Background: an optimization exercise with open tools, aiming at small area, a short achievable clock period and few clock cycles per item. Do not read the settings as production practice.
Function was checked by simulation only, so behaviour that the tests miss may differ from the original.
Power and IR drop assume default switching activity.

==> flow/design.v <==
`default_nettype none
package obpk_pkg;
    localparam int MAP_W         = 64;
    localparam int ROW_STRIDE    = 8;
    localparam int GRID_SIDE_DEF = 8;
    localparam int TYPE_W  = 16;
    localparam int POS_W   = 3;
    localparam int SPAN_W  = 4;
    localparam int OFF_W   = 6;
    localparam int AREA_W  = 7;
    localparam int BYTES_W = 9;
    localparam logic [TYPE_W-1:0] NO_FLOAT_TYPE = 16'd2;
    function automatic logic [MAP_W-1:0] grid_mask(input int side);
        grid_mask = '0;
        for (int z = 0; z < side; z++) begin
            for (int x = 0; x < side; x++) begin
                grid_mask[z*ROW_STRIDE+x] = 1'b1;
            end
        end
    endfunction
endpackage
`default_nettype wire
`default_nettype none
module obpk_pack #(
    parameter int GRID_SIDE = obpk_pkg::GRID_SIDE_DEF
) (
    input  wire logic                             i_clk,
    input  wire logic [obpk_pkg::MAP_W-1:0]       i_map,
    input  wire logic [obpk_pkg::POS_W-1:0]       i_lo_x,
    input  wire logic [obpk_pkg::POS_W-1:0]       i_lo_z,
    input  wire logic [obpk_pkg::SPAN_W-1:0]      i_width,
    input  wire logic                             i_keep,
    output logic      [obpk_pkg::MAP_W-1:0]       o_packed
);
    logic [obpk_pkg::MAP_W-1:0]  shifted;
    logic [GRID_SIDE-1:0][GRID_SIDE-1:0]       n_row;
    logic [GRID_SIDE-1:0][obpk_pkg::OFF_W-1:0] n_off;
    logic [GRID_SIDE-1:0][GRID_SIDE-1:0]       r_row;
    logic [GRID_SIDE-1:0][obpk_pkg::OFF_W-1:0] r_off;
    logic                        r_keep;
    logic [obpk_pkg::MAP_W-1:0]  n_packed;
    always_comb begin
        shifted = i_map >> {i_lo_z, 3'b000};
        for (int r = 0; r < GRID_SIDE; r++) begin
            n_row[r] = shifted[r*obpk_pkg::ROW_STRIDE +: GRID_SIDE] >> i_lo_x;
            n_off[r] = obpk_pkg::OFF_W'(r * int'(i_width));
        end
    end
    always_ff @(posedge i_clk) begin
        r_row  <= n_row;
        r_off  <= n_off;
        r_keep <= i_keep;
    end
    always_comb begin
        n_packed = '0;
        for (int r = 0; r < GRID_SIDE; r++) begin
            n_packed = n_packed |
                ({{(obpk_pkg::MAP_W-GRID_SIDE){1'b0}}, r_row[r]} << r_off[r]);
        end
        if (!r_keep) begin
            n_packed = '0;
        end
    end
    always_ff @(posedge i_clk) begin
        o_packed <= n_packed;
    end
endmodule
`default_nettype wire
`default_nettype none
module occupancy_box_and_mask_pack #(
    parameter int GRID_SIDE = obpk_pkg::GRID_SIDE_DEF
) (
    input  wire logic                                i_clk,
    input  wire logic                                i_rst_n,
    input  wire logic                                start,
    output logic                                     busy,
    input  wire logic [obpk_pkg::MAP_W-1:0]          i_occupancy,
    input  wire logic [obpk_pkg::TYPE_W-1:0]         i_liquid_type,
    output logic                                     o_strobe,
    output logic      [obpk_pkg::POS_W-1:0]          o_box_x,
    output logic      [obpk_pkg::POS_W-1:0]          o_box_z,
    output logic      [obpk_pkg::SPAN_W-1:0]         o_box_width,
    output logic      [obpk_pkg::SPAN_W-1:0]         o_box_height,
    output logic                                     o_all_filled,
    output logic                                     o_grid_empty,
    output logic                                     o_mask_present,
    output logic      [obpk_pkg::MAP_W-1:0]          o_packed_mask,
    output logic      [obpk_pkg::BYTES_W-1:0]        o_heightmap_bytes
);
    localparam logic [obpk_pkg::MAP_W-1:0] GRID_MASK = obpk_pkg::grid_mask(GRID_SIDE);
    logic                           r1_vld;
    logic [obpk_pkg::MAP_W-1:0]     r1_map;
    logic [GRID_SIDE-1:0]           r1_rows;
    logic [GRID_SIDE-1:0]           r1_cols;
    logic                           r1_full;
    logic                           r1_depth_only;
    logic [obpk_pkg::MAP_W-1:0]     n1_map;
    logic [GRID_SIDE-1:0]           n1_rows;
    logic [GRID_SIDE-1:0]           n1_cols;
    logic                           r2_vld;
    logic [obpk_pkg::MAP_W-1:0]     r2_map;
    logic [obpk_pkg::POS_W-1:0]     r2_lo_x;
    logic [obpk_pkg::POS_W-1:0]     r2_lo_z;
    logic [obpk_pkg::SPAN_W-1:0]    r2_w;
    logic [obpk_pkg::SPAN_W-1:0]    r2_h;
    logic                           r2_full;
    logic                           r2_any;
    logic                           r2_depth_only;
    logic [obpk_pkg::POS_W-1:0]     n2_lo_x;
    logic [obpk_pkg::POS_W-1:0]     n2_lo_z;
    logic [obpk_pkg::SPAN_W-1:0]    n2_hi_x;
    logic [obpk_pkg::SPAN_W-1:0]    n2_hi_z;
    logic                           n2_any;
    logic                           r3_vld;
    logic [obpk_pkg::POS_W-1:0]     r3_lo_x;
    logic [obpk_pkg::POS_W-1:0]     r3_lo_z;
    logic [obpk_pkg::SPAN_W-1:0]    r3_w;
    logic [obpk_pkg::SPAN_W-1:0]    r3_h;
    logic                           r3_full;
    logic                           r3_any;
    logic                           r3_depth_only;
    logic [obpk_pkg::AREA_W-1:0]    r3_area;
    logic [obpk_pkg::BYTES_W-1:0]   n4_bytes;
    assign busy = 1'b0;
    always_comb begin
        n1_map  = i_occupancy & GRID_MASK;
        n1_rows = '0;
        n1_cols = '0;
        for (int z = 0; z < GRID_SIDE; z++) begin
            for (int x = 0; x < GRID_SIDE; x++) begin
                n1_rows[z] = n1_rows[z] | n1_map[z*obpk_pkg::ROW_STRIDE+x];
                n1_cols[x] = n1_cols[x] | n1_map[z*obpk_pkg::ROW_STRIDE+x];
            end
        end
    end
    always_ff @(posedge i_clk) begin
        if (!i_rst_n) begin
            r1_vld <= 1'b0;
        end else begin
            r1_vld <= start;
        end
        r1_map        <= n1_map;
        r1_rows       <= n1_rows;
        r1_cols       <= n1_cols;
        r1_full       <= (n1_map == GRID_MASK);
        r1_depth_only <= (i_liquid_type == obpk_pkg::NO_FLOAT_TYPE);
    end
    always_comb begin
        n2_lo_x = '0;
        n2_lo_z = '0;
        n2_hi_x = '0;
        n2_hi_z = '0;
        for (int i = GRID_SIDE - 1; i >= 0; i--) begin
            if (r1_cols[i]) begin
                n2_lo_x = obpk_pkg::POS_W'(i);
            end
            if (r1_rows[i]) begin
                n2_lo_z = obpk_pkg::POS_W'(i);
            end
        end
        for (int i = 0; i < GRID_SIDE; i++) begin
            if (r1_cols[i]) begin
                n2_hi_x = obpk_pkg::SPAN_W'(i + 1);
            end
            if (r1_rows[i]) begin
                n2_hi_z = obpk_pkg::SPAN_W'(i + 1);
            end
        end
        n2_any = |r1_rows;
    end
    always_ff @(posedge i_clk) begin
        if (!i_rst_n) begin
            r2_vld <= 1'b0;
        end else begin
            r2_vld <= r1_vld;
        end
        r2_map        <= r1_map;
        r2_lo_x       <= n2_lo_x;
        r2_lo_z       <= n2_lo_z;
        r2_w          <= n2_hi_x - {1'b0, n2_lo_x};
        r2_h          <= n2_hi_z - {1'b0, n2_lo_z};
        r2_full       <= r1_full;
        r2_any        <= n2_any;
        r2_depth_only <= r1_depth_only;
    end
    obpk_pack #(
        .GRID_SIDE (GRID_SIDE)
    ) u_pack (
        .i_clk    (i_clk),
        .i_map    (r2_map),
        .i_lo_x   (r2_lo_x),
        .i_lo_z   (r2_lo_z),
        .i_width  (r2_w),
        .i_keep   (r2_any & ~r2_full),
        .o_packed (o_packed_mask)
    );
    always_ff @(posedge i_clk) begin
        if (!i_rst_n) begin
            r3_vld <= 1'b0;
        end else begin
            r3_vld <= r2_vld;
        end
        r3_lo_x       <= r2_lo_x;
        r3_lo_z       <= r2_lo_z;
        r3_w          <= r2_w;
        r3_h          <= r2_h;
        r3_full       <= r2_full;
        r3_any        <= r2_any;
        r3_depth_only <= r2_depth_only;
        r3_area       <= ({{(obpk_pkg::AREA_W-obpk_pkg::SPAN_W){1'b0}}, r2_w}
                          + obpk_pkg::AREA_W'(1))
                       * ({{(obpk_pkg::AREA_W-obpk_pkg::SPAN_W){1'b0}}, r2_h}
                          + obpk_pkg::AREA_W'(1));
    end
    always_comb begin
        if (!r3_any) begin
            n4_bytes = '0;
        end else if (r3_depth_only) begin
            n4_bytes = {2'b00, r3_area};
        end else begin
            n4_bytes = {r3_area, 2'b00} + {2'b00, r3_area};
        end
    end
    always_ff @(posedge i_clk) begin
        if (!i_rst_n) begin
            o_strobe <= 1'b0;
        end else begin
            o_strobe <= r3_vld;
        end
        o_box_x           <= r3_lo_x;
        o_box_z           <= r3_lo_z;
        o_box_width       <= r3_w;
        o_box_height      <= r3_h;
        o_all_filled      <= r3_full;
        o_grid_empty      <= ~r3_any;
        o_mask_present    <= r3_any & ~r3_full;
        o_heightmap_bytes <= n4_bytes;
    end
endmodule
`default_nettype wire
==> flow/run.sh <==
#!/bin/bash
# synth_recipe.tcl (not shown) runs the flow's synth.tcl, then flattens the netlist and writes it again
# the make line also repeats each setting of config.mk as NAME=value (left out here)
make -C /OpenROAD-flow-scripts/flow DESIGN_CONFIG=/design/flow/config.mk WORK_HOME=/design/flow/orfs CLKGATE_MAP_FILE= SYNTH_SCRIPT=/design/flow/synth_recipe.tcl finish
==> flow/config.mk <==
export PLATFORM = sky130hd
export DESIGN_NAME = occupancy_box_and_mask_pack
export DESIGN_NICKNAME = occupancy_box_and_mask_pack
export VERILOG_FILES = /design/flow/design.v
export SDC_FILE = /design/flow/constraint.sdc
export NUM_CORES = 4
export LEC_CHECK = 0
export CAP_MARGIN = 20
export CORE_MARGIN = 2
export CORE_UTILIZATION = 40
export SLEW_MARGIN = 20
==> flow/constraint.sdc <==
create_clock -name core_clock -period 4.5 [get_ports {i_clk}]
set_input_delay 0.9000 -clock core_clock [delete_from_list [all_inputs] [get_ports {i_clk}]]
set_output_delay 0.9000 -clock core_clock [all_outputs]
set_load 0.01 [all_outputs]
==> flow_summary.toml <==
[synth]
yosys.area.top_type = "dfxtp_1"
ys_seq_elements = 359
synthCells = 2165
async_flop_share_pct = 0
ys_seq_area_share_pct = 37.3
synth.distinct_cells = 80
syn_area_per_cell_um2 = 8.90
syn_area_um2 = 19300
ys.flop_type = "dfxtp_1"
synth_top_area_share_pct = 37.3
syn-num-nets = 2298
synth_warnings = 2
synth_edf_count = 0
synthTopCellsByArea = "dfxtp_1, mux2i_1, mux4_2, nor2_1, nand2_1"

[timing]
relSlewSlack_pct = 15.1
final.min_clock_period_ns = 3.85
setup-tns-final_ns = 0
final.period_utilization_pct = 85.5
slew_viol_final = 0
skew_ns = 0.0202
worst_pin_slew_ns = 1.26
setup_viol = 0
finalHoldViolCount = 0
rsz0062_at_grt = "false"
fmax_mhz = 260

[drt]
wire_per_inst_um = 29.6
drc = 0
vias = 18400
viasPerCell = 6.30
drt_iter0_drc = 2038
first_pass_iters = 5
wl_um = 86400
final_antenna_net_count = 0

[worst_hold_path]
hold_path_depth = 0
min_path_type = "reg -> reg"

[pwr]
p_leak_uw = 0.00854
p_clk_share_pct = 43.5
powerDensity_nw_per_um2 = 338
p_int_uw = 5760
power_frac_seq_pct = 44.8
vdd_drop_max_mv = 0.349
comb_power_share_pct = 11.8
p_sw_share_pct = 25.5
power.total_uw = 7730
switching_power_uw = 1970

[global_route]
grt_pass1_vias = 17800
grt_start_max_net_pins = 63
antenna_found_initial = 1
gr-max-usage-layer = "met2"
track_usage_pct = 34.0
globalRouteMet2Util_pct = 55.3
grtUsageMet1_pct = 41.0
met3_usage_pct = 5.76
gr-total-overflow = 0
grt_pass1_wl_um = 124000

[floorplanning]
die_h_um = 223
coreArea_um2 = 47600
die_width_um = 223
rows = 80
io_pins = 175
start_util_pct = 40.4
dieArea_um2 = 49900

[clock_tree]
cts_buffers = 38
hold_buffers = 0
cts_resized = 0
cts_tree = "yes"
clock_sinks = 359
cts_buffer_depth = 3
cts.htree.levels = 2
cts_root_buf = "clkbuf_16"
clk_pin_slew_ns = 0.06
clk_latency_ns = 0.58
cts_setup_buffers = 0

[status]
outcome = "no timing/DRC/antenna violations"

[finish]
postLayoutCellArea_um2 = 22900
drive_gt1_share_pct = 10.1
area_growth_pct = 18.7
finalNetCount = 2411
fin_util_pct = 48.0
num_antenna_cells = 0

[worst_setup_path]
cp-end-kind = "flop"
path_class = "reg -> reg"
worstPathArrival_ns = 4.35
setup.worst_path.start_class = "flop"
path_max_fanout = 8
required_ns = 5.00
rr_worst_depth = 13

[placement]
io_buffer_count = 173
place_area_um2 = 21500
post-dp-hpwl_um = 67100
place_congestion = 1.04

[flow_run]
drv_cap = 0
## state kept, by name, indices dropped and copies added, names as in the netlist, 7 cells and up
name / flops
o_heightmap_bytes: 9
r1_cols: 8
r1_map: 64
r1_rows: 8
r2_map: 64
r3_area: 7
u_pack.o_packed: 64
u_pack.r_off: 14
u_pack.r_row: 64
## through the flow
step | hold slack, ns | worst slack [ns] | instances
floorplan | 0.310 | 0.725 | 2165
global placement | 0.311 | 0.692 | 2853
detailed placement | 0.312 | 0.629 | 2853
CTS | 0.316 | 0.638 | 2919
global route | 0.317 | 0.385 | 2919
finish | 0.316 | 0.651 | 2919
## cells in the mapped netlist (all sizes together), types with 11 or more instances
| library cell | instances |
|---|---|
| dfxtp | 359 |
| nor2 | 198 |
| nand2 | 172 |
| mux2i | 142 |
| a21oi | 116 |
| o21ai | 108 |
| clkbuf | 96 |
| nor3 | 79 |
| inv | 62 |
| o22ai | 62 |
| buf | 57 |
| mux2 | 53 |
| nor4 | 49 |
| nand3 | 45 |
| mux4 | 40 |
| nand2b | 37 |
| ha | 34 |
| nor2b | 33 |
| a22oi | 29 |
| a31oi | 28 |
| nand4 | 24 |
| a211oi | 22 |
| and2 | 19 |
| o31a | 19 |
| o32ai | 17 |
| fa | 16 |
| o21a | 15 |
| o221ai | 15 |
| o211ai | 14 |
| xnor2 | 13 |
| a21o | 12 |
| xor2 | 12 |
| a22o | 11 |
| and3 | 11 |
## layer usage
| metal | wire length (um) | vias to the layer above |
|---|---|---|
| li1 | - | 8238 |
| met2 | 39600 | 1068 |
| met5 | 47 | - |
| met1 | 33400 | 8780 |
| met3 | 6450 | 306 |
| met4 | 6940 | 2 |
## worst paths after layout
path	startpoint	endpoint	slack (ns)
setup / recovery	r2_h[0]	r3_area[6]	0.65
hold / removal	r3_h[0]	o_box_height[0]	0.32
setup reg to reg	r2_h[0]	r3_area[6]	0.65
hold reg to reg	r3_h[0]	o_box_height[0]	0.32
## layout by cell type (no fill, tap or decap), types with 39 or more instances in the layout
cell type	n
dfxtp_1	349
nor2_1	197
clkdlybuf4s50_1	173
nand2_1	172
mux2i_1	140
a21oi_1	116
o21ai_0	105
nor3_1	79
o22ai_1	62
inv_1	59
mux2_2	53
buf_4	51
nor4_1	49
nand3_1	45
clkbuf_16	39
## critical path, cell delays in order, from the launching register on
cell and delay [ns]:
dfxtp_1 0.49, ha_1 0.36, xor2_1 0.21, nand2_1 0.10, fa_1 0.56, fa_1 0.44, fa_1 0.49, inv_1 0.04
ha_1 0.31, a21o_1 0.17, a21oi_1 0.17, xnor2_1 0.15, xnor2_1 0.15, xnor2_1 0.13
## cell families (layout without fill, tap and decap cells)
logic type	Yosys count	after routing	share of synthesized area (%)
AND/OR/NAND/NOR	711	711	17.7
buffers and inverters	219	358	4.91
flip-flops	359	359	37.3
XOR/XNOR	25	25	1.14
other	1	1	0.0195
multiplexers	235	235	15.4
adder cells (fa/ha/maj)	50	50	3.87
AO/OA/AOI/OAI	565	565	19.7
## power groups by stage
stage	clock (uW)	sequential [uW]	combinational, uW
floorplan	0	3500	401
global placement	0	3520	887
detailed placement	0	3530	883
CTS	3430	3460	887
global route	3560	3470	946
finish	3360	3460	909
## area by class of cell
type                    instances  area [um2]
fillers                      4587       24800
multi-input cells            1587       11100
flip-flops and latches        359        7210
well taps                     615         769
clock buffers                  51        1110
clock inverters                15         245
repair buffers                226        2150
inverters                      66         248
Testbench counts, summed over its fixed seeds: cycles 16,032, items 16,000.

==> port drivers added, routing unchanged <==
How much do the figures lean on ideal ports? The routed layout below was timed once more, with nothing changed but the port constraints. Step 1 (the two cells are an assumption about what drives the block):
set clk [get_ports {i_clk}]
set_driving_cell -lib_cell sky130_fd_sc_hd__clkbuf_16 $clk
set_driving_cell -lib_cell sky130_fd_sc_hd__buf_2 [delete_from_list [all_inputs] $clk]
Step 2 adds t to the input delays and takes it off the output delays; t is the mean of the earliest and latest rising clock arrival at the registers after step 1. Input paths then give back, and output paths get back, about the clock's delay inside the block. Slacks: ideal ports / drivers / drivers and shift; pairs: ideal ports / drivers.
shift t [ns]: 0.624
setup WS [ns]: 0.651 / 0.651 / 0.651
latest minus earliest clock arrival (ns): 0.020 / 0.020
cell pins on the clock port's net: 1
After both steps this run still meets setup and hold. For this run, drivers alone change the setup slack by 0.000 ns; drivers and shift together by 0.000 ns.
